What follows belongs to an exercise in optimizing a design on an open flow for small area; a production flow would make more cautious choices. Function was checked by simulation only, so behaviour that the tests miss may differ from the original. Power figures rest on the tool's default switching activity, not on a simulated workload.

File: config.mk
export PLATFORM = sky130hd
export DESIGN_NAME = hub75_rx
export DESIGN_NICKNAME = hub75_rx
export VERILOG_FILES = /design/flow/design.v
export SDC_FILE = /design/flow/constraint.sdc
export NUM_CORES = 4
export LEC_CHECK = 0
export CAP_MARGIN = 20
export CORE_MARGIN = 2
export CORE_UTILIZATION = 40
export CTS_BUF_LIST = sky130_fd_sc_hd__clkbuf_16
export CTS_CLUSTER_DIAMETER = 60
export CTS_CLUSTER_SIZE = 30
export SLEW_MARGIN = 20
export SYNTH_HIERARCHICAL = 1
File: constraint.sdc
create_clock -name core_clock -period 6.0 [get_ports {clk}]
set_input_delay 1.2000 -clock core_clock [delete_from_list [all_inputs] [get_ports {clk}]]
set_output_delay 1.2000 -clock core_clock [all_outputs]
set_load 0.01 [all_outputs]
File: design.v
package hub75_pkg;
  localparam int COLS      = 64;
  localparam int ROW_BITS  = 4;
  localparam int PIX_BITS  = 6;
  localparam int COL_BITS  = 6;
  localparam int CNT_BITS  = 7;
  localparam int LC_BITS   = 16;
  localparam logic [CNT_BITS-1:0] CNT_FULL = 7'd64;
  localparam logic [CNT_BITS-1:0] CNT_MAX  = 7'd127;
  localparam logic [COL_BITS-1:0] COL_LAST = 6'd63;
endpackage
module hub75_edge_sync (
  input  logic clk,
  input  logic rst,
  input  logic din,
  output logic q0,
  output logic q1
);
  always_ff @(posedge clk or posedge rst) begin
    if (rst) begin
      q0 <= 1'b0;
      q1 <= 1'b0;
    end else begin
      q0 <= din;
      q1 <= q0;
    end
  end
endmodule
module hub75_rx (
  input  logic        clk,
  input  logic        rst,
  input  logic        hub_clk,
  input  logic [5:0]  hub_rgb,
  input  logic [3:0]  hub_addr,
  input  logic        hub_lat,
  input  logic        hub_oe,
  output logic        wr_valid,
  input  logic        wr_ready,
  output logic [9:0]  wr_addr,
  output logic [5:0]  wr_data,
  output logic        line_done,
  output logic        len_err,
  output logic        overrun,
  output logic        lit,
  output logic [15:0] line_count
);
  logic cs0, cs1;             
  logic ls0, ls1;             
  logic lat_q;                
  logic [5:0] rgb_h;          
  logic [3:0] addr_h, addr_d; 
  logic [2:0] oe_q;
  logic       lit_q;
  logic [63:0][5:0] sr_q;
  logic [63:0][5:0] dbuf_q;
  logic [6:0] fill_q, snap_fill_q;
  logic [6:0] cnt_q;
  logic [3:0] row_q;
  logic [5:0] col_q;
  logic [15:0] lc_q;
  logic dump_q, done_q;
  logic len_err_q, overrun_q;
  logic shift;
  hub75_edge_sync u_clk_sync (.clk(clk), .rst(rst), .din(hub_clk), .q0(cs0), .q1(cs1));
  hub75_edge_sync u_lat_sync (.clk(clk), .rst(rst), .din(hub_lat), .q0(ls0), .q1(ls1));
  assign shift = cs0 & ~cs1;
  always_ff @(posedge clk or posedge rst) begin
    if (rst) begin
      lat_q     <= 1'b0;
      rgb_h     <= '0;
      addr_h    <= '0;
      oe_q      <= '0;
      lit_q     <= 1'b0;
      fill_q    <= '0;
      cnt_q     <= '0;
      lc_q      <= '0;
      dump_q    <= 1'b0;
      done_q    <= 1'b0;
      len_err_q <= 1'b0;
      overrun_q <= 1'b0;
    end else begin
      lat_q  <= ls0 & ~ls1;
      if (!hub_clk) rgb_h  <= hub_rgb;
      if (!hub_lat) addr_h <= hub_addr;
      oe_q   <= {oe_q[1:0], hub_oe};
      lit_q  <= ~oe_q[2];
      if (shift && !fill_q[6]) fill_q <= fill_q + 1'b1;
      if (lat_q)
        cnt_q <= {6'd0, shift};
      else if (shift && cnt_q != hub75_pkg::CNT_MAX)
        cnt_q <= cnt_q + 1'b1;
      if (lat_q) begin
        if (dump_q || done_q) overrun_q <= 1'b1;
        else if (cnt_q != hub75_pkg::CNT_FULL) len_err_q <= 1'b1;
      end
      done_q <= 1'b0;
      if (done_q) lc_q <= lc_q + 1'b1;
      if (!dump_q && !done_q) begin
        if (lat_q) dump_q <= 1'b1;
      end else if (dump_q && wr_ready && col_q == hub75_pkg::COL_LAST) begin
        dump_q <= 1'b0;
        done_q <= 1'b1;
      end
    end
  end
  always_ff @(posedge clk) begin
    addr_d <= addr_h;
    if (shift) sr_q <= {sr_q[62:0], rgb_h};
    if (lat_q && !dump_q && !done_q) begin
      dbuf_q      <= sr_q;
      row_q       <= addr_d;
      snap_fill_q <= fill_q;
      col_q       <= '0;
    end else if (dump_q && wr_ready) begin
      col_q <= col_q + 1'b1;
    end
  end
  assign wr_valid   = dump_q;
  assign wr_addr    = {row_q, col_q};
  logic [63:0] col_sel;
  logic [5:0]  rd;
  hub75_coldec u_dec (.col(col_q), .sel(col_sel));
  hub75_rdmux  u_rd  (.sel(col_sel), .d(dbuf_q), .q(rd));
  assign wr_data    = (snap_fill_q[6] || col_q < snap_fill_q[5:0]) ? rd : 6'd0;
  assign line_done  = done_q;
  assign len_err    = len_err_q;
  assign overrun    = overrun_q;
  assign lit        = lit_q;
  assign line_count = lc_q;
endmodule
module hub75_coldec (
  input  logic [5:0]  col,
  output logic [63:0] sel
);
  always_comb
    for (int i = 0; i < 64; i++) sel[i] = (col == 6'(i));
endmodule
module hub75_rdmux (
  input  logic [63:0]       sel,
  input  logic [63:0][5:0]  d,
  output logic [5:0]        q
);
  always_comb begin
    q = '0;
    for (int i = 0; i < 64; i++) q = q | (d[i] & {6{sel[i]}});
  end
endmodule
File: flow/run.sh
#!/bin/bash
# Standard ORFS layout with a leaner clock tree (no CTS dummy loads) and
# minimum-size port buffers. Synthesis is the standard synthesis.
set -euo pipefail
export CTS_ARGS="-sink_clustering_enable -repair_clock_nets -dont_use_dummy_load -buf_list sky130_fd_sc_hd__clkbuf_16 -sink_clustering_size 30 -sink_clustering_max_diameter 60"
export BUFFER_PORTS_ARGS="-buffer_cell sky130_fd_sc_hd__buf_1"
bash standard.sh synth > synth.log 2>&1
bash standard.sh finish > layout.log 2>&1
File: standard.sh
#!/bin/bash
# synth_recipe.tcl (not shown) runs the flow's synth.tcl, then flattens the netlist and writes it again
# the make line also repeats each setting of config.mk as NAME=value (left out here)
make -C /OpenROAD-flow-scripts/flow DESIGN_CONFIG=/design/flow/config.mk WORK_HOME=/design/flow/orfs CLKGATE_MAP_FILE= SYNTH_SCRIPT=/design/flow/synth_recipe.tcl "${@:-finish}"
==> results of run 1 <==
-- per-module statistics from Yosys (local to each module, per instance) --
module           copies in the design  cells inside  cell area [um2]  flip-flops and latches
hub75_rx                            1           999            25950                     838
hub75_rdmux                         1           222             1884                       0
hub75_coldec                        1            95            465.4                       0
hub75_edge_sync                     2             3            53.80                       2
-- power by group through the flow --
stage	sequential (W)	clock (W)	combinational, W
6_report	0.00691	0.00303	0.00116
2_1_floorplan	0.00700	0	0.000704
3_5_place_dp	0.00703	0	0.00115
5_1_grt	0.00694	0.00330	0.00124
3_3_place_gp	0.00702	0	0.00114
4_1_cts	0.00690	0.00312	0.00116
-- metal layers --
layer  wire length, um  share of wire  vias up
li1                  -              -     5608
met1             26000           0.40     7045
met2             30830           0.48      680
met3              5548          0.086      126
met4              1944          0.030        0
met5                 0              0        -
-- sequential cells by signal (all words and copies together) (netlist names), 6 cells and up --
register / flops
cnt_q: 7
col_q: 6
dbuf_q: 384
fill_q: 7
lc_q: 16
rgb_h: 6
snap_fill_q: 7
sr_q: 384
-- cell usage in the layout, fill, tap and decap left out, drive strengths merged, types with 14 or more instances in the layout --
cell,netlist,layout
a221oi,96,96
a22o,96,96
buf,3,65
clkbuf,12,45
dfrtp,53,53
edfxtp,779,779
inv,16,14
nand2,15,15
nand4,30,30
nor2,80,80
xnor2,15,15
-- area by class of cell --
class / count / area, um2
inverter: 16 / 65.06
sequential: 842 / 24920
clock buffer: 45 / 1126
multi-input combinational: 449 / 3382
timing repair buffer: 65 / 330.3
tap: 940 / 1176
fill: 6014 / 39150
-- stage by stage --
| step | hold WS (ns) | setup TNS (ns) | setup WS [ns] | total power (W) | cells |
|---|---|---|---|---|---|
| after floorplan | 0.3312 | -2082.82 | -4.599 | 0.007705 | 1322 |
| after global placement | 0.3330 | 0 | 1.612 | 0.008161 | 2312 |
| after detailed placement | 0.3363 | 0 | 1.573 | 0.008186 | 2312 |
| after CTS | 0.3240 | 0 | 0.8620 | 0.01118 | 2357 |
| after global routing | 0.3230 | 0 | 0.6014 | 0.01148 | 2357 |
| final | 0.3278 | 0 | 0.8203 | 0.01110 | 2357 |
-- worst max-delay path, stage by stage, from the launching register on --
cell,delay (ns)
dfxtp_1,0.52
nand2b_1,0.54
nor2_1,0.36
a22o_1,0.29
a221oi_1,0.45
nand4_1,0.23
or4_1,0.64
and2_1,0.19
buf_1,0.13
-- worst paths after layout --
path,depth (start not counted),endpoint,from,slack [ns]
hold / removal,0,row_q[0]$_DFFE_PP_,addr_d[0]$_DFF_P_,0.33
min in group asynchronous,2,u_lat_sync.q1$_DFF_PP0_,rst,0.48
hold reg to reg,0,row_q[0]$_DFFE_PP_,addr_d[0]$_DFF_P_,0.33
setup / recovery,8,wr_data[2],col_q[1]$_SDFFE_PP0P_,0.82
max in group asynchronous,2,rgb_h[2]$_DFFE_PP0N_,rst,4.66
setup reg to reg,3,dbuf_q[190]$_DFFE_PP_,lat_q$_DFF_PP0_,3.50
-- cells by family (layout without fill, tap and decap cells) --
family	count (synthesis)	after routing	synth area share
DFF	842	842	0.8772
AOI/OAI and AO/OA	212	212	0.06453
and+or+nand+nor	188	188	0.03638
buffers and inverters	31	126	0.004317
xor gates and xnor gates	26	26	0.008017
muxes	13	13	0.005109
adders and majority gates	10	10	0.004405
==> impl_metrics.prom, run 1 <==
# TYPE chip_impl_metric gauge
chip_impl_metric{name="placementRows",unit=""} 97
chip_impl_metric{name="tritoncts.num_buffers",unit=""} 45
chip_impl_metric{name="finalCritPeriodShare",unit=""} 0.8633
chip_impl_metric{name="detailed_router_iteration_count_before_antenna_repair",unit=""} 5
chip_impl_metric{name="detail-route-antenna-nets",unit=""} 0
chip_impl_metric{name="layout-drive-gt1-share",unit=""} 0.06140
chip_impl_info{name="startpoint_type",value="register"} 1
chip_impl_metric{name="syn-instance-count",unit=""} 1322
chip_impl_metric{name="max-slew-margin-rel",unit=""} 0.2659
chip_impl_info{name="run_status",value="timing/DRC/antenna clean"} 1
chip_impl_metric{name="routed_wirelength",unit="um"} 64330
chip_impl_metric{name="worst-path-max-fanout",unit=""} 16
chip_impl_info{name="worstSetupEndpointType",value="output pin"} 1
chip_impl_metric{name="num_io_pins",unit=""} 53
chip_impl_metric{name="combinationalPowerShare",unit=""} 0.105
chip_impl_metric{name="post-cts-setup-buffers",unit=""} 0
chip_impl_metric{name="post-dp-hpwl",unit="um"} 43260
chip_impl_metric{name="placed_cell_area",unit="mm2"} 0.02987
chip_impl_metric{name="dr_total_vias",unit=""} 13459
chip_impl_metric{name="syn-cell-area",unit="mm2"} 0.02841
chip_impl_metric{name="syn_area_per_cell",unit="um2"} 21.49
chip_impl_metric{name="die_height",unit="um"} 270.5
chip_impl_metric{name="floorplan.initialDensity",unit=""} 0.4049
chip_impl_metric{name="power_switching_share",unit=""} 0.2432
chip_impl_info{name="post-synth-top-count-cell",value="edfxtp_1"} 1
chip_impl_metric{name="p_leak",unit="nW"} 9.786
chip_impl_metric{name="clock_power_share",unit=""} 0.273
chip_impl_metric{name="die_width",unit="um"} 270.5
chip_impl_metric{name="maxCapViolCount",unit=""} 0
chip_impl_metric{name="fin_nets",unit=""} 1445
chip_impl_metric{name="grt.met2_usage",unit=""} 0.2783
chip_impl_info{name="top_usage_layer",value="met2"} 1
chip_impl_metric{name="core_area",unit="mm2"} 0.07015
chip_impl_metric{name="arrival_time_at_the_worst_endpoint",unit="ns"} 3.98
chip_impl_info{name="cell_type_contributing_the_most_total_cell_area_after_synthesis",value="edfxtp_1"} 1
chip_impl_info{name="hold_class",value="reg -> reg"} 1
chip_impl_metric{name="drt_drc",unit=""} 0
chip_impl_metric{name="gp_congestion",unit=""} 0.9525
chip_impl_metric{name="drt-wirelength-per-cell",unit="um"} 27.29
chip_impl_metric{name="dieArea",unit="mm2"} 0.07316
chip_impl_metric{name="total_net_switching_power",unit="W"} 0.002700
chip_impl_metric{name="worst_setup_hold_path_clk_slew",unit="ns"} 0.11
chip_impl_metric{name="grt_util_met3",unit=""} 0.03053
chip_impl_metric{name="synth_async_sr_flop_share",unit=""} 0.06295
chip_impl_metric{name="clock_insertion_delay_worst_skew",unit="ns"} 0.62
chip_impl_metric{name="post-route-util",unit=""} 0.4419
chip_impl_metric{name="synth-edff-count",unit=""} 779
chip_impl_metric{name="yosys_warnings",unit=""} 10
chip_impl_info{name="ys_top_cells_by_area",value="edfxtp_1 (82%), dfrtp_1 (4.7%), a221oi_1 (2.9%)"} 1
chip_impl_metric{name="vdd.ir_drop.worst",unit="V"} 0.0002359
chip_impl_info{name="synth_commonest_cells",value="edfxtp_1 (779), a221oi_1 (95), a22o_1 (95)"} 1
chip_impl_metric{name="power_density",unit="mW/mm2"} 358.2
chip_impl_metric{name="internal_power",unit="W"} 0.008402
chip_impl_metric{name="route.detailed.vias_per_inst",unit=""} 5.710
chip_impl_metric{name="min_period",unit="ns"} 5.180
chip_impl_info{name="path_class",value="reg -> out"} 1
chip_impl_metric{name="grt_first_pass_wirelength",unit="um"} 90600
chip_impl_info{name="clock_tree_from_tritoncts",value="yes"} 1
chip_impl_metric{name="post_cts_sizing_count",unit=""} 0
chip_impl_metric{name="critPathRequiredTime",unit="ns"} 4.80
chip_impl_metric{name="port_buffers",unit=""} 52
chip_impl_metric{name="report.final.hold_viol_count",unit=""} 0
chip_impl_metric{name="antenna_cells_inserted",unit=""} 0
chip_impl_info{name="rsz_0062_raised_after_global_routing",value="false"} 1
chip_impl_metric{name="cts_num_sinks",unit=""} 842
chip_impl_metric{name="final-setup-viol-count",unit=""} 0
chip_impl_metric{name="power_frac_seq",unit=""} 0.622
chip_impl_metric{name="clock_tree.buffer_depth",unit=""} 3
chip_impl_metric{name="final_cell_area",unit="mm2"} 0.03100
chip_impl_metric{name="slew_at_the_pin_closest_to_its_max_slew_limit",unit="ns"} 1.097
chip_impl_metric{name="cts_hold_repair.buffers",unit=""} 0
chip_impl_metric{name="flow.area_growth_from_synthesis",unit="%"} 9.127
chip_impl_metric{name="globalRouteOverflowTotal",unit=""} 0
chip_impl_metric{name="final_max_slew_viol_count",unit=""} 0
chip_impl_metric{name="grt_util_all_layers",unit=""} 0.1716
chip_impl_metric{name="synth-seq-area-share",unit=""} 0.8772
chip_impl_metric{name="maxClockFrequency",unit="GHz"} 0.1931
chip_impl_metric{name="finClkSkew",unit="ns"} 0.06290
chip_impl_metric{name="yosys.area.top_type_share",unit=""} 0.8235
chip_impl_metric{name="via_count_of_the_first_global_routing_pass",unit=""} 13008
chip_impl_metric{name="netlist-cell-type-count",unit=""} 51
chip_impl_info{name="postSynth.topFlopCell",value="edfxtp_1"} 1
chip_impl_metric{name="grt_util_met1",unit=""} 0.2369
chip_impl_metric{name="antenna_found_initial",unit=""} 0
chip_impl_metric{name="ctsHtreeMaxLevel",unit=""} 2
chip_impl_metric{name="synth.ff_latch_count",unit=""} 842
chip_impl_metric{name="grt_start_max_net_pins",unit=""} 181
chip_impl_metric{name="drt_iter0_drc",unit=""} 2032
chip_impl_info{name="ctsRootBufferMaster",value="clkbuf_16"} 1
==> run 2: changes to the inputs <==
==> flow/run.sh (replaced) <==
#!/bin/bash
# Standard ORFS layout with a leaner clock tree (no CTS dummy loads) and
# minimum-size port buffers. Synthesis is the standard synthesis.
set -euo pipefail
export CTS_ARGS="-sink_clustering_enable -repair_clock_nets -dont_use_dummy_load -buf_list sky130_fd_sc_hd__clkbuf_8 -sink_clustering_size 16 -sink_clustering_max_diameter 80"
export BUFFER_PORTS_ARGS="-buffer_cell sky130_fd_sc_hd__buf_1"
bash standard.sh synth > synth.log 2>&1
bash standard.sh finish > layout.log 2>&1
==> config.mk (replaced) <==
export PLATFORM = sky130hd
export DESIGN_NAME = hub75_rx
export DESIGN_NICKNAME = hub75_rx
export VERILOG_FILES = /design/flow/design.v
export SDC_FILE = /design/flow/constraint.sdc
export NUM_CORES = 4
export LEC_CHECK = 0
export CAP_MARGIN = 20
export CORE_MARGIN = 2
export CORE_UTILIZATION = 60
export CTS_BUF_LIST = sky130_fd_sc_hd__clkbuf_8
export CTS_CLUSTER_DIAMETER = 80
export CTS_CLUSTER_SIZE = 16
export PLACE_DENSITY = 0.75
export SLEW_MARGIN = 20
export SYNTH_HIERARCHICAL = 1
==> run 2 against run 1 <==
  * Hold slack improved by 0.015 ns
  * Highest routed layer unchanged
  * Die area fell by 33%
  * Fmax up 0.61%
  * Via count increased by 1.4%
  * Combinational power down 3%
  * Power down 5.3%
  * Still clean
  * Synthesized cell count stayed put
  * Global-route usage grew 7.4 points
  * Clock power decreased by 18%
  * Register-to-register slack got worse by 0.04 ns
  * Worst setup slack better by 0.032 ns
==> impl_metrics.prom, run 2 <==
# TYPE chip_impl_metric gauge
chip_impl_metric{name="power_density",unit="mW/mm2"} 347.5
chip_impl_metric{name="num_io_pins",unit=""} 53
chip_impl_metric{name="post-cts-setup-buffers",unit=""} 0
chip_impl_metric{name="max-slew-margin-rel",unit=""} 0.3037
chip_impl_metric{name="layout-drive-gt1-share",unit=""} 0.06601
chip_impl_metric{name="globalRouteOverflowTotal",unit=""} 0
chip_impl_info{name="hold_class",value="reg -> reg"} 1
chip_impl_metric{name="wl_met3",unit="um"} 5690
chip_impl_metric{name="finClkSkew",unit="ns"} 0.05025
chip_impl_metric{name="synth-simple-area-share",unit=""} 0.03638
chip_impl_info{name="run_status",value="timing/DRC/antenna clean"} 1
chip_impl_metric{name="route.detailed.vias_per_inst",unit=""} 6.708
chip_impl_metric{name="report.final.hold_viol_count",unit=""} 0
chip_impl_metric{name="clock_tree.buffer_depth",unit=""} 3
chip_impl_metric{name="vdd.ir_drop.worst",unit="V"} 0.0002441
chip_impl_metric{name="grt_start_max_net_pins",unit=""} 162
chip_impl_metric{name="post_cts_sizing_count",unit=""} 0
chip_impl_metric{name="yosys_warnings",unit=""} 10
chip_impl_metric{name="dr_wl_met2",unit="um"} 28630
chip_impl_metric{name="final_max_slew_viol_count",unit=""} 0
chip_impl_metric{name="via_count_of_the_first_global_routing_pass",unit=""} 13235
chip_impl_metric{name="maxClockFrequency",unit="GHz"} 0.1942
chip_impl_metric{name="final.fill_count",unit=""} 3015
chip_impl_metric{name="netlist-cell-type-count",unit=""} 51
chip_impl_info{name="clock_tree_from_tritoncts",value="yes"} 1
chip_impl_info{name="worstSetupEndpointType",value="output pin"} 1
chip_impl_metric{name="drt_iter0_drc",unit=""} 2374
chip_impl_metric{name="worst-path-max-fanout",unit=""} 16
chip_impl_metric{name="dieArea",unit="mm2"} 0.04910
chip_impl_metric{name="grt_first_pass_wirelength",unit="um"} 86260
chip_impl_metric{name="floorplan.initialDensity",unit=""} 0.6089
chip_impl_info{name="rsz_0062_raised_after_global_routing",value="false"} 1
chip_impl_metric{name="routed_wirelength",unit="um"} 60370
chip_impl_metric{name="grt_util_all_layers",unit=""} 0.2452
chip_impl_metric{name="holdWs",unit="ns"} 0.3432
chip_impl_metric{name="final-setup-viol-count",unit=""} 0
chip_impl_metric{name="placed_cell_area",unit="mm2"} 0.02943
chip_impl_metric{name="maxCapViolCount",unit=""} 0
chip_impl_info{name="postSynth.topFlopCell",value="edfxtp_1"} 1
chip_impl_metric{name="clock_insertion_delay_worst_skew",unit="ns"} 0.69
chip_impl_metric{name="ctsHtreeMaxLevel",unit=""} 2
chip_impl_info{name="post-synth-top-count-cell",value="edfxtp_1"} 1
chip_impl_metric{name="syn-cell-area",unit="mm2"} 0.02841
chip_impl_metric{name="final_critical_path_setup_slack",unit="ns"} 0.8519
chip_impl_metric{name="finalCritPeriodShare",unit=""} 0.8580
chip_impl_info{name="cp_top_family",value="simple AND/OR/NAND/NOR gates"} 1
chip_impl_metric{name="arrival_time_at_the_worst_endpoint",unit="ns"} 3.95
chip_impl_info{name="path_class",value="reg -> out"} 1
chip_impl_info{name="ys_top_cells_by_area",value="edfxtp_1 (82%), dfrtp_1 (4.7%), a221oi_1 (2.9%)"} 1
chip_impl_metric{name="yosys.area.top_type_share",unit=""} 0.8235
chip_impl_info{name="critical-path-slowest-cell",value="or4_1"} 1
chip_impl_info{name="mostFrequentLayoutCell",value="edfxtp_1"} 1
chip_impl_metric{name="tritoncts.num_buffers",unit=""} 58
chip_impl_metric{name="die_width",unit="um"} 221.6
chip_impl_metric{name="synth.area.mux_share",unit=""} 0.005109
chip_impl_metric{name="detail-route-antenna-nets",unit=""} 0
chip_impl_metric{name="synth_xor_xnor_area_share",unit=""} 0.008017
chip_impl_metric{name="slew_at_the_pin_closest_to_its_max_slew_limit",unit="ns"} 1.041
chip_impl_metric{name="post_synth_fa_ha_maj_area_fraction",unit=""} 0.004405
chip_impl_metric{name="final-seq-area",unit="mm2"} 0.02492
chip_impl_info{name="top_signal_layer_used",value="met4"} 1
chip_impl_metric{name="drt-wirelength-per-cell",unit="um"} 29.66
chip_impl_metric{name="rrSetupSlack",unit="ns"} 3.46
chip_impl_metric{name="cts_num_sinks",unit=""} 842
chip_impl_info{name="ctsRootBufferMaster",value="clkbuf_8"} 1
chip_impl_info{name="cell_type_contributing_the_most_total_cell_area_after_synthesis",value="edfxtp_1"} 1
chip_impl_metric{name="dr_total_vias",unit=""} 13650
chip_impl_metric{name="placementRows",unit=""} 79
chip_impl_info{name="cp_cell_sequence",value="nand2b_1 > nor2_1 > a22o_1 > a221oi_1 > nand4_1 > or4_1 > and2_1 > buf_1"} 1
chip_impl_info{name="synth_commonest_cells",value="edfxtp_1 (779), a221oi_1 (95), a22o_1 (95)"} 1
chip_impl_metric{name="drt_drc",unit=""} 0
chip_impl_metric{name="worst_setup_hold_path_clk_slew",unit="ns"} 0.10
chip_impl_metric{name="dpl.cell_count",unit=""} 1973
chip_impl_metric{name="p_total",unit="W"} 0.01051
chip_impl_metric{name="p_leak",unit="nW"} 9.625
chip_impl_metric{name="antenna_found_initial",unit=""} 0
chip_impl_metric{name="port_buffers",unit=""} 52
chip_impl_metric{name="synth_async_sr_flop_share",unit=""} 0.06295
chip_impl_metric{name="timing.critical_path.slowest_cell_delay",unit="ns"} 0.62
chip_impl_metric{name="critPathBufInv",unit=""} 1
chip_impl_metric{name="gp_congestion",unit=""} 0.9650
chip_impl_info{name="mostFrequentLayoutCells",value="edfxtp_1 (779), a22o_1 (95), a221oi_1 (95)"} 1
chip_impl_metric{name="detail_route.wirelength.met1",unit="um"} 23350
chip_impl_metric{name="syn-instance-count",unit=""} 1322
chip_impl_metric{name="detailed_router_iteration_count_before_antenna_repair",unit=""} 6
chip_impl_metric{name="synth-seq-area-share",unit=""} 0.8772
chip_impl_metric{name="syn_area_per_cell",unit="um2"} 21.49
chip_impl_metric{name="synth.ff_latch_count",unit=""} 842
chip_impl_info{name="dominant_combinational_cell_family_by_area_after_synthesis",value="compound AO/OA/AOI/OAI gates"} 1
chip_impl_metric{name="core_area",unit="mm2"} 0.04665
chip_impl_metric{name="post-dp-hpwl",unit="um"} 40920
chip_impl_info{name="top_regs",value="dbuf_q: 384 flops, sr_q: 384 flops, lc_q: 16 flops"} 1
chip_impl_metric{name="synth-edff-count",unit=""} 779
chip_impl_metric{name="final_cell_area",unit="mm2"} 0.03024
chip_impl_metric{name="dp_slack",unit="ns"} 1.623
chip_impl_info{name="startpoint_type",value="register"} 1
chip_impl_metric{name="cts_hold_repair.buffers",unit=""} 0
chip_impl_metric{name="final-instance-count-excl-fill",unit=""} 2035
chip_impl_metric{name="flow.area_growth_from_synthesis",unit="%"} 6.470
chip_impl_metric{name="fin_nets",unit=""} 1452
chip_impl_metric{name="synth-compound-area-share",unit=""} 0.06453
chip_impl_metric{name="multi_input_area",unit="mm2"} 0.003382
chip_impl_metric{name="die_height",unit="um"} 221.6
chip_impl_metric{name="critPathRequiredTime",unit="ns"} 4.80
chip_impl_metric{name="min_period",unit="ns"} 5.148
## run 2: cell counts after synthesis
Identical to the previous run, type by type.
## run 2: worst paths after layout
kind,from,cells past startpoint,end
setup / recovery,col_q[0]$_SDFFE_PP0P_,8,wr_data[1]
hold / removal,oe_q[0]$_DFF_PP0_,0,oe_q[1]$_DFF_PP0_
setup reg to reg,lat_q$_DFF_PP0_,3,dbuf_q[123]$_DFFE_PP_
hold reg to reg,oe_q[0]$_DFF_PP0_,0,oe_q[1]$_DFF_PP0_
max in group asynchronous,rst,2,lc_q[7]$_DFFE_PP0P_
min in group asynchronous,rst,2,u_lat_sync.q1$_DFF_PP0_
## run 2: through the flow
step,setup TNS (ns),util
2_1_floorplan,-2082.82,-
3_3_place_gp,0,0.6308
3_5_place_dp,0,0.6308
4_1_cts,0,0.6479
5_1_grt,0,0.6480
6_report,0,0.6483
## run 2: where the power goes
part	leakage [nW]	switching, W	internal (W)	total, W
combinational	1.29	0.000742	0.000373	0.00112
sequential	7.92	0.000227	0.00669	0.00691
clock	0.417	0.00161	0.000865	0.00248
## run 2: final cells by class
type,count,area share
clock buffer,58,0.02639
timing repair buffer,59,0.01026
antenna,4,0.0003310
inverter,16,0.002151
tap,607,0.02511
sequential,842,0.8239
multi-input combinational,449,0.1118
## run 2: cells by family after synthesis
family / count (synthesis)
flip-flops: 842
AO/OA/AOI/OAI: 212
AND/OR/NAND/NOR: 188
buffers and inverters: 31
XOR/XNOR: 26
multiplexers: 13
adder cells (fa/ha/maj): 10
## run 2: modules after synthesis (local to each module, per instance)
module / cells / area [um2] / copies in the design
hub75_rx: 999 / 25950 / 1
hub75_rdmux: 222 / 1884 / 1
hub75_coldec: 95 / 465.4 / 1
hub75_edge_sync: 3 / 53.80 / 2
## run 2: worst register-to-register path, delay by kind of cell (launching register included)
kind | cells | cell delay [ns]
buf+inv | 2 | 0.99
flops | 1 | 0.52
simple gates | 1 | 0.56
## run 2: per-layer routing
layer | vias to the layer above | track usage
met5 | - | 0
met4 | 0 | 0.1064
met3 | 175 | 0.04108
met2 | 905 | 0.3877
met1 | 6947 | 0.3443
li1 | 5623 | -
==> run 3: changes to the inputs <==
--- a/config.mk
+++ b/config.mk
@@ -7,10 +7,9 @@
 export LEC_CHECK = 0
 export CAP_MARGIN = 20
 export CORE_MARGIN = 2
-export CORE_UTILIZATION = 60
+export CORE_UTILIZATION = 40
 export CTS_BUF_LIST = sky130_fd_sc_hd__clkbuf_8
 export CTS_CLUSTER_DIAMETER = 80
 export CTS_CLUSTER_SIZE = 16
-export PLACE_DENSITY = 0.75
 export SLEW_MARGIN = 20
 export SYNTH_HIERARCHICAL = 1
==> run 3 against run 2 <==
  * Non-clock buffer count increased by 6
  * Die area up 49%
  * Sequential share of layout area shrank 1.2 points
  * Power increased by 0.95%
  * Utilization fell by 21 points
  * Critical path depth stayed put
  * Design area grew 1.5%
  * Fmax fell by 1.7%
  * Clock skew up 0.024 ns
  * Final cell count grew 17%
  * First-iteration DRC count decreased by 12%
  * Largest cell class unchanged
==> impl_metrics.prom, run 3 <==
# TYPE chip_impl_metric gauge
chip_impl_metric{name="clock_insertion_delay_worst_skew",unit="ns"} 0.73
chip_impl_metric{name="final-instance-count-excl-fill",unit=""} 2372
chip_impl_info{name="cell_type_contributing_the_most_total_cell_area_after_synthesis",value="edfxtp_1"} 1
chip_impl_metric{name="synth-edff-count",unit=""} 779
chip_impl_metric{name="report.final.hold_viol_count",unit=""} 0
chip_impl_metric{name="detail-route-antenna-nets",unit=""} 0
chip_impl_metric{name="vdd.ir_drop.worst",unit="V"} 0.0002165
chip_impl_metric{name="die_width",unit="um"} 270.5
chip_impl_info{name="rsz_0062_raised_after_global_routing",value="false"} 1
chip_impl_metric{name="yosys_warnings",unit=""} 10
chip_impl_metric{name="synth.ff_latch_count",unit=""} 842
chip_impl_metric{name="worst_setup_hold_path_clk_slew",unit="ns"} 0.10
chip_impl_info{name="dominant_combinational_cell_family_by_area_after_synthesis",value="compound AO/OA/AOI/OAI gates"} 1
chip_impl_info{name="startpoint_type",value="register"} 1
chip_impl_info{name="ctsRootBufferMaster",value="clkbuf_8"} 1
chip_impl_metric{name="syn-instance-count",unit=""} 1322
chip_impl_metric{name="grt_first_pass_wirelength",unit="um"} 90900
chip_impl_metric{name="p_total",unit="W"} 0.01061
chip_impl_metric{name="max-slew-margin-rel",unit=""} 0.1875
chip_impl_metric{name="dpl.cell_count",unit=""} 2312
chip_impl_metric{name="floorplan.initialDensity",unit=""} 0.4049
chip_impl_info{name="synth_commonest_cells",value="edfxtp_1 (779), a221oi_1 (95), a22o_1 (95)"} 1
chip_impl_metric{name="dieArea",unit="mm2"} 0.07316
chip_impl_info{name="top_regs",value="dbuf_q: 384 flops, sr_q: 384 flops, lc_q: 16 flops"} 1
chip_impl_info{name="hold_class",value="reg -> reg"} 1
chip_impl_info{name="mostFrequentLayoutCell",value="edfxtp_1"} 1
chip_impl_metric{name="synth.area.mux_share",unit=""} 0.005109
chip_impl_metric{name="critPathRequiredTime",unit="ns"} 4.80
chip_impl_info{name="postSynth.topFlopCell",value="edfxtp_1"} 1
chip_impl_metric{name="synth_async_sr_flop_share",unit=""} 0.06295
chip_impl_metric{name="final_critical_path_setup_slack",unit="ns"} 0.7648
chip_impl_metric{name="layout-drive-gt1-share",unit=""} 0.07058
chip_impl_metric{name="fin_nets",unit=""} 1459
chip_impl_metric{name="gp_congestion",unit=""} 0.9525
chip_impl_metric{name="tritoncts.num_buffers",unit=""} 59
chip_impl_metric{name="final-setup-viol-count",unit=""} 0
chip_impl_metric{name="syn_area_per_cell",unit="um2"} 21.49
chip_impl_metric{name="drt-wirelength-per-cell",unit="um"} 27.16
chip_impl_info{name="path_class",value="reg -> out"} 1
chip_impl_metric{name="num_io_pins",unit=""} 53
chip_impl_metric{name="netlist-cell-type-count",unit=""} 51
chip_impl_metric{name="via_count_of_the_first_global_routing_pass",unit=""} 13148
chip_impl_metric{name="finClkSkew",unit="ns"} 0.07392
chip_impl_metric{name="synth_xor_xnor_area_share",unit=""} 0.008017
chip_impl_metric{name="maxClockFrequency",unit="GHz"} 0.1910
chip_impl_metric{name="detailed_router_iteration_count_before_antenna_repair",unit=""} 6
chip_impl_metric{name="clock_tree.buffer_depth",unit=""} 3
chip_impl_metric{name="power_density",unit="mW/mm2"} 345.7
chip_impl_metric{name="route.detailed.vias_per_inst",unit=""} 5.663
chip_impl_metric{name="grt_util_all_layers",unit=""} 0.1725
chip_impl_metric{name="min_period",unit="ns"} 5.235
chip_impl_metric{name="holdWs",unit="ns"} 0.3235
chip_impl_metric{name="post_synth_fa_ha_maj_area_fraction",unit=""} 0.004405
chip_impl_info{name="mostFrequentLayoutCells",value="edfxtp_1 (779), a22o_1 (95), a221oi_1 (95)"} 1
chip_impl_metric{name="dr_total_vias",unit=""} 13433
chip_impl_info{name="clock_tree_from_tritoncts",value="yes"} 1
chip_impl_metric{name="finalCritPeriodShare",unit=""} 0.8725
chip_impl_metric{name="slew_at_the_pin_closest_to_its_max_slew_limit",unit="ns"} 1.219
chip_impl_metric{name="worst-path-max-fanout",unit=""} 16
chip_impl_metric{name="drt_drc",unit=""} 0
chip_impl_metric{name="dp_slack",unit="ns"} 1.573
chip_impl_metric{name="cts_num_sinks",unit=""} 842
chip_impl_info{name="ys_top_cells_by_area",value="edfxtp_1 (82%), dfrtp_1 (4.7%), a221oi_1 (2.9%)"} 1
chip_impl_metric{name="post-dp-hpwl",unit="um"} 43260
chip_impl_metric{name="grt_start_max_net_pins",unit=""} 181
chip_impl_metric{name="maxCapViolCount",unit=""} 0
chip_impl_metric{name="final_max_slew_viol_count",unit=""} 0
chip_impl_info{name="post-synth-top-count-cell",value="edfxtp_1"} 1
chip_impl_metric{name="synth-compound-area-share",unit=""} 0.06453
chip_impl_metric{name="arrival_time_at_the_worst_endpoint",unit="ns"} 4.04
chip_impl_metric{name="synth-seq-area-share",unit=""} 0.8772
chip_impl_info{name="worstSetupEndpointType",value="output pin"} 1
chip_impl_metric{name="yosys.area.top_type_share",unit=""} 0.8235
chip_impl_metric{name="die_height",unit="um"} 270.5
chip_impl_metric{name="routed_wirelength",unit="um"} 64430
chip_impl_metric{name="placementRows",unit=""} 97
chip_impl_metric{name="drt_iter0_drc",unit=""} 2098
chip_impl_metric{name="p_leak",unit="nW"} 9.656
chip_impl_metric{name="syn-cell-area",unit="mm2"} 0.02841
chip_impl_metric{name="port_buffers",unit=""} 52
chip_impl_metric{name="antenna_found_initial",unit=""} 1
chip_impl_metric{name="core_area",unit="mm2"} 0.07015
chip_impl_info{name="run_status",value="timing/DRC/antenna clean"} 1
chip_impl_metric{name="post_cts_sizing_count",unit=""} 0
chip_impl_metric{name="post-cts-setup-buffers",unit=""} 0
chip_impl_metric{name="cts_hold_repair.buffers",unit=""} 0
chip_impl_metric{name="flow.area_growth_from_synthesis",unit="%"} 8.030
chip_impl_metric{name="synth-simple-area-share",unit=""} 0.03638
chip_impl_metric{name="globalRouteOverflowTotal",unit=""} 0
chip_impl_metric{name="ctsHtreeMaxLevel",unit=""} 2
-- run 3: final cells by class --
class                      count  area (um2)
antenna                        1       2.502
clock buffer                  59       812.0
fill                        6073       39460
inverter                      16       65.06
multi-input combinational    449        3382
sequential                   842       24920
tap                          940        1176
timing repair buffer          65       330.3
-- run 3: worst paths after layout --
path                                         start                 endpoint  slack (ns)  cells after the start
max reg2reg                        lat_q$_DFF_PP0_    dbuf_q[379]$_DFFE_PP_        3.41                      3
min reg2reg                u_lat_sync.q0$_DFF_PP0_  u_lat_sync.q1$_DFF_PP0_        0.32                      0
min in group asynchronous                      rst  u_lat_sync.q1$_DFF_PP0_        0.36                      2
max                          col_q[0]$_SDFFE_PP0P_               wr_data[2]        0.76                      8
max in group asynchronous                      rst    addr_h[2]$_DFFE_PP0N_        4.79                      2
min                        u_lat_sync.q0$_DFF_PP0_  u_lat_sync.q1$_DFF_PP0_        0.32                      0
-- run 3: report_power, final --
group	total, W	internal (W)	switching, W
sequential	0.00691	0.00669	0.000218
clock	0.00254	0.000877	0.00166
combinational	0.00116	0.000378	0.000784
total	0.0106	0.00794	0.00266
-- run 3: cell families after synthesis --
family          after synthesis
compound gates              212
xor+xnor                     26
fa+ha+maj                    10
buf+inv                      31
flops                       842
mux                          13
simple gates                188
-- run 3: critical path, stage by stage, from the launching register on --
cell      delay [ns]
dfxtp_1         0.54
nand2b_1        0.55
nor2_1          0.42
a22o_1          0.30
a221oi_1        0.35
nand4_1         0.22
or4_1           0.64
and2_1          0.19
buf_1           0.13
-- run 3: per-module statistics from Yosys, one instance, submodules excluded --
module           flops+latches  copies in the design  cells
hub75_coldec                 0                     1     95
hub75_edge_sync              2                     2      3
hub75_rdmux                  0                     1    222
hub75_rx                   838                     1    999
-- run 3: layer usage --
| metal | GRT usage | up-vias | wire length (um) |
|---|---|---|---|
| li1 | - | 5627 | - |
| met1 | 0.2366 | 7018 | 26000 |
| met2 | 0.2789 | 667 | 30830 |
| met3 | 0.03302 | 121 | 5707 |
| met4 | 0.05627 | 0 | 1892 |
| met5 | 0 | - | 0 |
-- run 3: stage by stage --
stage | area (um2) | setup TNS, ns | util
2_1_floorplan | 28430 | -2082.82 | -
3_3_place_gp | 29870 | 0 | 0.4258
4_1_cts | 30680 | 0 | 0.4374
5_1_grt | 30690 | 0 | 0.4374
6_report | 30690 | 0 | 0.4374
3_5_place_dp | 29870 | 0 | 0.4258
==> run 4: changes to the inputs <==
--- a/design.v
+++ b/design.v
@@ -140,8 +140,30 @@
   input  logic [63:0][5:0]  d,
   output logic [5:0]        q
 );
-  always_comb begin
-    q = '0;
-    for (int i = 0; i < 64; i++) q = q | (d[i] & {6{sel[i]}});
+  logic [65:0]      sel_x;
+  logic [65:0][5:0] d_x;
+  logic [21:0][5:0] g_n;
+  assign sel_x = {2'b00, sel};
+  assign d_x   = {12'd0, d};
+  for (genvar k = 0; k < 22; k++) begin : g_grp
+    for (genvar b = 0; b < 6; b++) begin : g_bit
+      hub75_aoi222 u_g (
+        .s0(sel_x[3*k]),   .d0(d_x[3*k][b]),
+        .s1(sel_x[3*k+1]), .d1(d_x[3*k+1][b]),
+        .s2(sel_x[3*k+2]), .d2(d_x[3*k+2][b]),
+        .y_n(g_n[k][b])
+      );
+    end
   end
+  always_comb
+    for (int b = 0; b < 6; b++) begin
+      q[b] = 1'b0;
+      for (int k = 0; k < 22; k++) q[b] = q[b] | ~g_n[k][b];
+    end
 endmodule
+module hub75_aoi222 (
+  input  logic s0, d0, s1, d1, s2, d2,
+  output logic y_n
+);
+  assign y_n = ~((s0 & d0) | (s1 & d1) | (s2 & d2));
+endmodule
==> run 4 against run 3 <==
  * Combinational power fell by 8%
  * Critical path depth grew 1
  * Sequential cell count stayed put
  * Global-route usage shrank 2.9 points
  * Largest cell class unchanged
  * Largest power group unchanged
==> impl_metrics.prom, run 4 <==
# TYPE chip_impl_metric gauge
chip_impl_metric{name="drt-wirelength-per-cell",unit="um"} 22.63
chip_impl_metric{name="power_density",unit="mW/mm2"} 343.9
chip_impl_metric{name="grt_first_pass_wirelength",unit="um"} 79070
chip_impl_metric{name="syn_area_per_cell",unit="um2"} 22.14
chip_impl_metric{name="arrival_time_at_the_worst_endpoint",unit="ns"} 4.32
chip_impl_info{name="startpoint_type",value="register"} 1
chip_impl_metric{name="p_leak",unit="nW"} 9.523
chip_impl_metric{name="route.detailed.vias_per_inst",unit=""} 5.439
chip_impl_metric{name="final_max_slew_viol_count",unit=""} 0
chip_impl_info{name="cell_type_contributing_the_most_total_cell_area_after_synthesis",value="edfxtp_1"} 1
chip_impl_metric{name="syn-cell-area",unit="mm2"} 0.02812
chip_impl_metric{name="detail-route-antenna-nets",unit=""} 0
chip_impl_metric{name="clock_tree.buffer_depth",unit=""} 3
chip_impl_info{name="ctsRootBufferMaster",value="clkbuf_8"} 1
chip_impl_metric{name="slew_at_the_pin_closest_to_its_max_slew_limit",unit="ns"} 0.8723
chip_impl_metric{name="fin_nets",unit=""} 1428
chip_impl_metric{name="grt_start_max_net_pins",unit=""} 151
chip_impl_info{name="mostFrequentLayoutCells",value="edfxtp_1 (779), a222oi_1 (132), nor2_1 (82)"} 1
chip_impl_info{name="run_status",value="timing/DRC/antenna clean"} 1
chip_impl_metric{name="globalRouteOverflowTotal",unit=""} 0
chip_impl_metric{name="placementRows",unit=""} 97
chip_impl_metric{name="antenna_found_initial",unit=""} 1
chip_impl_metric{name="max-slew-margin-rel",unit=""} 0.4131
chip_impl_metric{name="routed_wirelength",unit="um"} 52970
chip_impl_info{name="ys_top_cells_by_area",value="edfxtp_1 (83%), dfrtp_1 (4.7%), a222oi_1 (4.7%)"} 1
chip_impl_metric{name="cts_num_sinks",unit=""} 842
chip_impl_info{name="worstSetupEndpointType",value="output pin"} 1
chip_impl_metric{name="core_area",unit="mm2"} 0.06979
chip_impl_metric{name="holdWs",unit="ns"} 0.3606
chip_impl_metric{name="gp_congestion",unit=""} 0.8298
chip_impl_metric{name="p_total",unit="W"} 0.01049
chip_impl_metric{name="flow.area_growth_from_synthesis",unit="%"} 8.462
chip_impl_metric{name="worst-path-max-fanout",unit=""} 11
chip_impl_metric{name="worst_setup_hold_path_clk_slew",unit="ns"} 0.10
chip_impl_metric{name="drt_iter0_drc",unit=""} 1741
chip_impl_info{name="post-synth-top-count-cell",value="edfxtp_1"} 1
chip_impl_info{name="hold_class",value="reg -> reg"} 1
chip_impl_metric{name="final-setup-viol-count",unit=""} 0
chip_impl_metric{name="synth-seq-area-share",unit=""} 0.8861
chip_impl_metric{name="maxCapViolCount",unit=""} 0
chip_impl_metric{name="floorplan.initialDensity",unit=""} 0.4030
chip_impl_metric{name="grt_util_all_layers",unit=""} 0.1432
chip_impl_metric{name="synth_async_sr_flop_share",unit=""} 0.06295
chip_impl_metric{name="post-cts-setup-buffers",unit=""} 0
chip_impl_metric{name="fin_setup_tns",unit="ns"} 0
chip_impl_metric{name="netlist-cell-type-count",unit=""} 51
chip_impl_metric{name="dr_total_vias",unit=""} 12732
chip_impl_metric{name="finClkSkew",unit="ns"} 0.06341
chip_impl_metric{name="num_io_pins",unit=""} 53
chip_impl_metric{name="dieArea",unit="mm2"} 0.07244
chip_impl_info{name="top_regs",value="dbuf_q: 384 flops, sr_q: 384 flops, lc_q: 16 flops"} 1
chip_impl_metric{name="min_period",unit="ns"} 5.516
chip_impl_metric{name="yosys.area.top_type_share",unit=""} 0.8318
chip_impl_metric{name="tritoncts.num_buffers",unit=""} 59
chip_impl_metric{name="clock_insertion_delay_worst_skew",unit="ns"} 0.70
chip_impl_info{name="postSynth.topFlopCell",value="edfxtp_1"} 1
chip_impl_metric{name="vdd.ir_drop.worst",unit="V"} 0.0001362
chip_impl_metric{name="post_cts_sizing_count",unit=""} 0
chip_impl_metric{name="synth.ff_latch_count",unit=""} 842
chip_impl_metric{name="post-route-util",unit=""} 0.4371
chip_impl_metric{name="layout-drive-gt1-share",unit=""} 0.06857
chip_impl_metric{name="drt_drc",unit=""} 0
chip_impl_metric{name="die_width",unit="um"} 269.2
chip_impl_metric{name="syn-instance-count",unit=""} 1270
chip_impl_info{name="mostFrequentLayoutCell",value="edfxtp_1"} 1
chip_impl_metric{name="ctsHtreeMaxLevel",unit=""} 2
chip_impl_metric{name="finalCritPeriodShare",unit=""} 0.9194
chip_impl_metric{name="maxClockFrequency",unit="GHz"} 0.1813
chip_impl_metric{name="detailed_router_iteration_count_before_antenna_repair",unit=""} 9
chip_impl_metric{name="synth-edff-count",unit=""} 779
chip_impl_info{name="rsz_0062_raised_after_global_routing",value="false"} 1
chip_impl_metric{name="cts_hold_repair.buffers",unit=""} 0
chip_impl_metric{name="port_buffers",unit=""} 52
chip_impl_metric{name="yosys_warnings",unit=""} 10
chip_impl_metric{name="via_count_of_the_first_global_routing_pass",unit=""} 12575
chip_impl_metric{name="report.final.hold_viol_count",unit=""} 0
chip_impl_metric{name="die_height",unit="um"} 269.2
chip_impl_info{name="clock_tree_from_tritoncts",value="yes"} 1
chip_impl_info{name="path_class",value="reg -> out"} 1
chip_impl_metric{name="critPathRequiredTime",unit="ns"} 4.80
chip_impl_metric{name="post-dp-hpwl",unit="um"} 33420
chip_impl_info{name="synth_commonest_cells",value="edfxtp_1 (779), a222oi_1 (132), nor2_1 (82)"} 1
run 4: changes by cell type after synthesis, moves of 5 or more:
cell	change
a22o_1	-95
or4_1	-6
and4_1	+6
a21oi_1	-5
a221oi_1	-95
nor4_1	+7
and2_1	-7
nand4_1	+7
and3_1	+6
a222oi_1	+132
run 4: kinds of logic after synthesis:
kind of cell               Yosys count  share of synthesized area
AOI/OAI and AO/OA                  149                    0.05121
xor gates and xnor gates            27                   0.008676
adders and majority gates           10                   0.004449
buffers and inverters               28                   0.003960
DFF                                842                     0.8861
muxes                               13                   0.005161
other                                1                  0.0001333
and+or+nand+nor                    200                    0.04035
run 4: area by class of cell:
type,count,area (um2)
antenna,1,2.502
inverter,13,53.80
multi-input combinational,423,3186
sequential,842,24920
clock buffer,59,812.0
fill,5899,39280
tap,940,1176
timing repair buffer,63,352.8
run 4: final timing paths:
kind / from / end / slack, ns / cells past startpoint
hold reg to reg: oe_q[1]$_DFF_PP0_ / oe_q[2]$_DFF_PP0_ / 0.36 / 0
hold / removal: oe_q[1]$_DFF_PP0_ / oe_q[2]$_DFF_PP0_ / 0.36 / 0
max in group asynchronous: rst / dump_q$_DFFE_PP0P_ / 4.76 / 2
setup / recovery: col_q[1]$_SDFFE_PP0P_ / wr_data[4] / 0.48 / 9
setup reg to reg: lat_q$_DFF_PP0_ / dbuf_q[311]$_DFFE_PP_ / 3.43 / 3
min in group asynchronous: rst / u_lat_sync.q1$_DFF_PP0_ / 0.39 / 2
run 4: power breakdown:
part	total, W	switching (W)	internal, W
registers	0.00690	0.000213	0.00668
logic	0.00107	0.000740	0.000333
clock network	0.00252	0.00164	0.000878
total	0.0105	0.00260	0.00790
run 4: critical path, stage by stage (launching register included):
cell,delay (ns)
dfxtp_1,0.49
nand2b_1,0.52
buf_4,0.27
nor2_1,0.15
a222oi_1,0.62
nand4_1,0.25
nor4_1,0.81
nand4_1,0.19
and3_1,0.18
buf_1,0.12
run 4: through the flow:
stage / cells / instance area [um2] / setup WS [ns]
after global placement: 2281 / 29690 / 1.182
after detailed placement: 2281 / 29690 / 1.154
after floorplan: 1293 / 28220 / -5.166
after CTS: 2340 / 30500 / 0.3576
final: 2341 / 30500 / 0.4839
after global routing: 2341 / 30500 / 0.3345
run 4: modules after synthesis, one instance, submodules excluded:
| module | copies in the design | cell area (um2) | flops+latches |
|---|---|---|---|
| hub75_edge_sync | 2 | 53.80 | 2 |
| hub75_rx | 1 | 25950 | 838 |
| hub75_rdmux | 1 | 281.5 | 0 |
| hub75_coldec | 1 | 465.4 | 0 |
| hub75_aoi222 | 132 | 10.01 | 0 |
run 4: metal layers:
metal / vias to the layer above / track usage / share of wire
met1: 6576 / 0.2010 / 0.42
li1: 5574 / - / -
met4: 0 / 0.05278 / 0.031
met2: 486 / 0.2254 / 0.48
met5: - / 0 / 0
met3: 96 / 0.02520 / 0.072
==> run 5: changes to the inputs <==
==> flow/run.sh (replaced) <==
#!/bin/bash
# Standard ORFS layout with a leaner clock tree (no CTS dummy loads) and
# minimum-size port buffers. Synthesis is the standard synthesis.
set -euo pipefail
export CTS_ARGS="-sink_clustering_enable -repair_clock_nets -dont_use_dummy_load -buf_list sky130_fd_sc_hd__clkbuf_8 -sink_clustering_size 18 -sink_clustering_max_diameter 80"
export BUFFER_PORTS_ARGS="-buffer_cell sky130_fd_sc_hd__buf_1"
bash standard.sh synth > synth.log 2>&1
bash standard.sh finish > layout.log 2>&1
--- a/config.mk
+++ b/config.mk
@@ -7,9 +7,10 @@
 export LEC_CHECK = 0
 export CAP_MARGIN = 20
 export CORE_MARGIN = 2
-export CORE_UTILIZATION = 40
+export CORE_UTILIZATION = 70
 export CTS_BUF_LIST = sky130_fd_sc_hd__clkbuf_8
 export CTS_CLUSTER_DIAMETER = 80
-export CTS_CLUSTER_SIZE = 16
+export CTS_CLUSTER_SIZE = 18
+export PLACE_DENSITY = 0.85
 export SLEW_MARGIN = 20
 export SYNTH_HIERARCHICAL = 1
==> run 5 against run 4 <==
  * Final cell count decreased by 18%
  * Critical path depth decreased by 1
  * Area after synthesis unchanged
  * First-iteration DRC count increased by 30%
  * Clock skew decreased by 0.014 ns
  * Largest cell class unchanged
==> impl_metrics.prom, run 5 <==
# TYPE chip_impl_metric gauge
chip_impl_info{name="rsz_0062_raised_after_global_routing",value="false"} 1
chip_impl_metric{name="timing.hold.worst_path_depth",unit=""} 0
chip_impl_metric{name="yosys.area.top_type_share",unit=""} 0.8318
chip_impl_metric{name="clock_tree.buffer_depth",unit=""} 3
chip_impl_metric{name="detailed_router_iteration_count_before_antenna_repair",unit=""} 7
chip_impl_info{name="worstSetupEndpointType",value="output pin"} 1
chip_impl_metric{name="cts_hold_repair.buffers",unit=""} 0
chip_impl_metric{name="maxClockFrequency",unit="GHz"} 0.1802
chip_impl_metric{name="final-setup-viol-count",unit=""} 0
chip_impl_metric{name="worst_setup_hold_path_clk_slew",unit="ns"} 0.11
chip_impl_info{name="mostFrequentLayoutCells",value="edfxtp_1 (779), a222oi_1 (132), nor2_1 (82)"} 1
chip_impl_info{name="clock_tree_from_tritoncts",value="yes"} 1
chip_impl_metric{name="syn-cell-area",unit="mm2"} 0.02812
chip_impl_metric{name="post-route-util",unit=""} 0.7513
chip_impl_metric{name="yosys_warnings",unit=""} 10
chip_impl_metric{name="finClkSkew",unit="ns"} 0.04973
chip_impl_metric{name="netlist-cell-type-count",unit=""} 51
chip_impl_metric{name="power_switching_share",unit=""} 0.2449
chip_impl_metric{name="max-slew-margin-rel",unit=""} 0.3373
chip_impl_metric{name="dieArea",unit="mm2"} 0.04180
chip_impl_metric{name="report.final.hold_viol_count",unit=""} 0
chip_impl_info{name="top_regs",value="dbuf_q: 384 flops, sr_q: 384 flops, lc_q: 16 flops"} 1
chip_impl_metric{name="p_leak",unit="nW"} 9.465
chip_impl_metric{name="syn_area_per_cell",unit="um2"} 22.14
chip_impl_metric{name="gp_congestion",unit=""} 0.8746
chip_impl_metric{name="holdWs",unit="ns"} 0.3570
chip_impl_metric{name="post_cts_sizing_count",unit=""} 0
chip_impl_metric{name="synth.ff_latch_count",unit=""} 842
chip_impl_metric{name="drt-wirelength-per-cell",unit="um"} 27.05
chip_impl_metric{name="slew_at_the_pin_closest_to_its_max_slew_limit",unit="ns"} 0.9941
chip_impl_metric{name="post-cts-setup-buffers",unit=""} 0
chip_impl_metric{name="maxCapViolCount",unit=""} 0
chip_impl_metric{name="internal_power",unit="W"} 0.007789
chip_impl_metric{name="globalRouteOverflowTotal",unit=""} 0
chip_impl_metric{name="via_count_of_the_first_global_routing_pass",unit=""} 12859
chip_impl_metric{name="antenna_found_initial",unit=""} 2
chip_impl_metric{name="drt_drc",unit=""} 0
chip_impl_metric{name="combinationalPowerShare",unit=""} 0.103
chip_impl_info{name="synth_commonest_cells",value="edfxtp_1 (779), a222oi_1 (132), nor2_1 (82)"} 1
chip_impl_metric{name="fin_setup_tns",unit="ns"} 0
chip_impl_metric{name="grt_start_max_net_pins",unit=""} 162
chip_impl_metric{name="final_cell_area",unit="mm2"} 0.02985
chip_impl_metric{name="power_frac_seq",unit=""} 0.670
chip_impl_metric{name="clock_power_share",unit=""} 0.227
chip_impl_metric{name="drt_iter0_drc",unit=""} 2269
chip_impl_metric{name="synth-edff-count",unit=""} 779
chip_impl_metric{name="dp_slack",unit="ns"} 1.189
chip_impl_metric{name="final_max_slew_viol_count",unit=""} 0
chip_impl_metric{name="placementRows",unit=""} 73
chip_impl_info{name="post-synth-top-count-cell",value="edfxtp_1"} 1
chip_impl_info{name="ctsRootBufferMaster",value="clkbuf_8"} 1
chip_impl_info{name="run_status",value="timing/DRC/antenna clean"} 1
chip_impl_metric{name="arrival_time_at_the_worst_endpoint",unit="ns"} 4.35
chip_impl_metric{name="grt_util_all_layers",unit=""} 0.2535
chip_impl_metric{name="total_net_switching_power",unit="W"} 0.002526
chip_impl_metric{name="syn-instance-count",unit=""} 1270
chip_impl_metric{name="finalCritPeriodShare",unit=""} 0.9248
chip_impl_metric{name="route.detailed.vias_per_inst",unit=""} 6.846
chip_impl_metric{name="floorplan.initialDensity",unit=""} 0.7078
chip_impl_metric{name="synth-seq-area-share",unit=""} 0.8861
chip_impl_metric{name="clock_insertion_delay_worst_skew",unit="ns"} 0.69
chip_impl_metric{name="placed_cell_area",unit="mm2"} 0.02913
chip_impl_metric{name="grt_first_pass_wirelength",unit="um"} 77360
chip_impl_metric{name="vdd.ir_drop.worst",unit="V"} 0.0002190
chip_impl_metric{name="die_width",unit="um"} 204.4
chip_impl_metric{name="power_density",unit="mW/mm2"} 345.6
chip_impl_metric{name="routed_wirelength",unit="um"} 51910
chip_impl_metric{name="worst-path-max-fanout",unit=""} 16
chip_impl_metric{name="cts_num_sinks",unit=""} 842
chip_impl_metric{name="layout-drive-gt1-share",unit=""} 0.06389
chip_impl_metric{name="critPathRequiredTime",unit="ns"} 4.80
chip_impl_info{name="mostFrequentLayoutCell",value="edfxtp_1"} 1
chip_impl_metric{name="detail-route-antenna-nets",unit=""} 0
chip_impl_metric{name="core_area",unit="mm2"} 0.03973
chip_impl_metric{name="final_critical_path_setup_slack",unit="ns"} 0.4511
chip_impl_info{name="postSynth.topFlopCell",value="edfxtp_1"} 1
chip_impl_metric{name="flow.area_growth_from_synthesis",unit="%"} 6.140
chip_impl_metric{name="synth_async_sr_flop_share",unit=""} 0.06295
chip_impl_metric{name="num_io_pins",unit=""} 53
chip_impl_metric{name="fin_nets",unit=""} 1421
chip_impl_info{name="hold_class",value="reg -> reg"} 1
chip_impl_info{name="cell_type_contributing_the_most_total_cell_area_after_synthesis",value="edfxtp_1"} 1
chip_impl_metric{name="die_height",unit="um"} 204.4
chip_impl_info{name="ys_top_cells_by_area",value="edfxtp_1 (83%), dfrtp_1 (4.7%), a222oi_1 (4.7%)"} 1
chip_impl_info{name="path_class",value="reg -> out"} 1
chip_impl_info{name="startpoint_type",value="register"} 1
chip_impl_metric{name="tritoncts.num_buffers",unit=""} 52
chip_impl_metric{name="port_buffers",unit=""} 52
chip_impl_metric{name="dr_total_vias",unit=""} 13138
chip_impl_metric{name="post-dp-hpwl",unit="um"} 33480
chip_impl_metric{name="min_period",unit="ns"} 5.549
chip_impl_metric{name="ctsHtreeMaxLevel",unit=""} 2
chip_impl_metric{name="worst_r2r_path_depth",unit=""} 3
-- run 5: changes by cell type in the layout (fill, tap and decap cells not counted) --
| cell | delta |
|---|---|
| buf_12 | -3 |
| buf_4 | +3 |
| clkbuf_8 | -7 |
-- run 5: per-module statistics from Yosys, one instance, submodules excluded --
module / cell area, um2 / times used / cells
hub75_edge_sync: 53.80 / 2 / 3
hub75_coldec: 465.4 / 1 / 95
hub75_aoi222: 10.01 / 132 / 1
hub75_rdmux: 281.5 / 1 / 43
hub75_rx: 25950 / 1 / 994
-- run 5: routing by layer --
metal	vias up	wire length (um)	global-route usage
li1	5561	-	-
met3	109	5165	0.04799
met4	0	1598	0.08152
met2	797	25480	0.4098
met5	-	0	0
met1	6671	19660	0.3599
-- run 5: per-stage QoR --
| stage | std cells | power [W] |
|---|---|---|
| after floorplan | 1293 | 0.007644 |
| after global placement | 1866 | 0.007994 |
| after detailed placement | 1866 | 0.008073 |
| after CTS | 1918 | 0.01033 |
| after global routing | 1918 | 0.01062 |
| final | 1919 | 0.01032 |
-- run 5: cells by family after synthesis --
family | share of synthesized area
other | 0.0001333
AO/OA/AOI/OAI | 0.05121
buffers and inverters | 0.003960
AND/OR/NAND/NOR | 0.04035
XOR/XNOR | 0.008676
flip-flops | 0.8861
adder cells (fa/ha/maj) | 0.004449
multiplexers | 0.005161
-- run 5: power by group through the flow --
stage	registers, W	clock network [W]	logic [W]
2_1_floorplan	0.00700	0	0.000640
5_1_grt	0.00694	0.00256	0.00112
3_3_place_gp	0.00700	0	0.000995
4_1_cts	0.00691	0.00238	0.00105
3_5_place_dp	0.00704	0	0.00104
6_report	0.00691	0.00234	0.00106
-- run 5: critical path, stage by stage, from the launching register on --
cell,delay [ns]
dfxtp_1,0.48
nand2b_1,0.74
nor2_1,0.33
a222oi_1,0.57
nand4_1,0.35
nor4_1,0.71
nand4_1,0.20
and3_1,0.18
buf_1,0.13
-- run 5: path summary, 6_finish.rpt --
| path | slack (ns) | end | startpoint |
|---|---|---|---|
| worst max-delay path | 0.45 | wr_data[2] | col_q[1]$_SDFFE_PP0P_ |
| worst min-delay path | 0.36 | oe_q[2]$_DFF_PP0_ | oe_q[1]$_DFF_PP0_ |
| worst max register to register | 2.99 | dbuf_q[320]$_DFFE_PP_ | lat_q$_DFF_PP0_ |
| worst min register to register | 0.36 | oe_q[2]$_DFF_PP0_ | oe_q[1]$_DFF_PP0_ |
| max in group asynchronous | 4.75 | dump_q$_DFFE_PP0P_ | rst |
| min in group asynchronous | 0.42 | u_lat_sync.q0$_DFF_PP0_ | rst |
-- run 5: layout make-up --
class	instances	area (um2)
Sequential cell	842	24920
Fill cell	2045	9882
Multi-Input combinational cell	423	3186
Clock buffer	52	715.7
Tap cell	525	656.9
Timing Repair Buffer	63	315.3
Inverter	13	53.80
Antenna cell	1	2.502

==> static timing again, ports no longer ideal <==
Ports are ideal in the flow. The routed layouts listed here were re-timed in OpenROAD.
Step 1 sets driving cells, clkbuf_16 on the clock port and buf_2 on the other inputs (assumed; they add their load-dependent delay and slew).
Step 2 adds t to the input delays and takes it off the output delays; t is the mean of the earliest and latest rising clock arrival at the registers after step 1. Input paths then give back, and output paths get back, about the clock's delay inside the block.
Three values: ideal, step 1, step 2; two values: the first two.
run | t, ns | setup slack, ns | worst setup path at the end | slew at the worst register clock pin (ns) | worst data-port slew with drivers (ns)
run 1 | 0.647 | 0.820 / 0.756 / 1.403 | register to output | 0.11 / 0.11 | 0.05
run 2 | 0.726 | 0.852 / 0.795 / 1.521 | register to output | 0.10 / 0.10 | 0.04
run 3 | 0.750 | 0.765 / 0.705 / 1.454 | register to output | 0.11 / 0.11 | 0.05
run 4 | 0.728 | 0.484 / 0.428 / 1.156 | register to output | 0.11 / 0.11 | 0.05
run 5 | 0.712 | 0.451 / 0.404 / 1.116 | register to output | 0.11 / 0.11 | 0.05
After both steps every run listed still meets setup and hold.
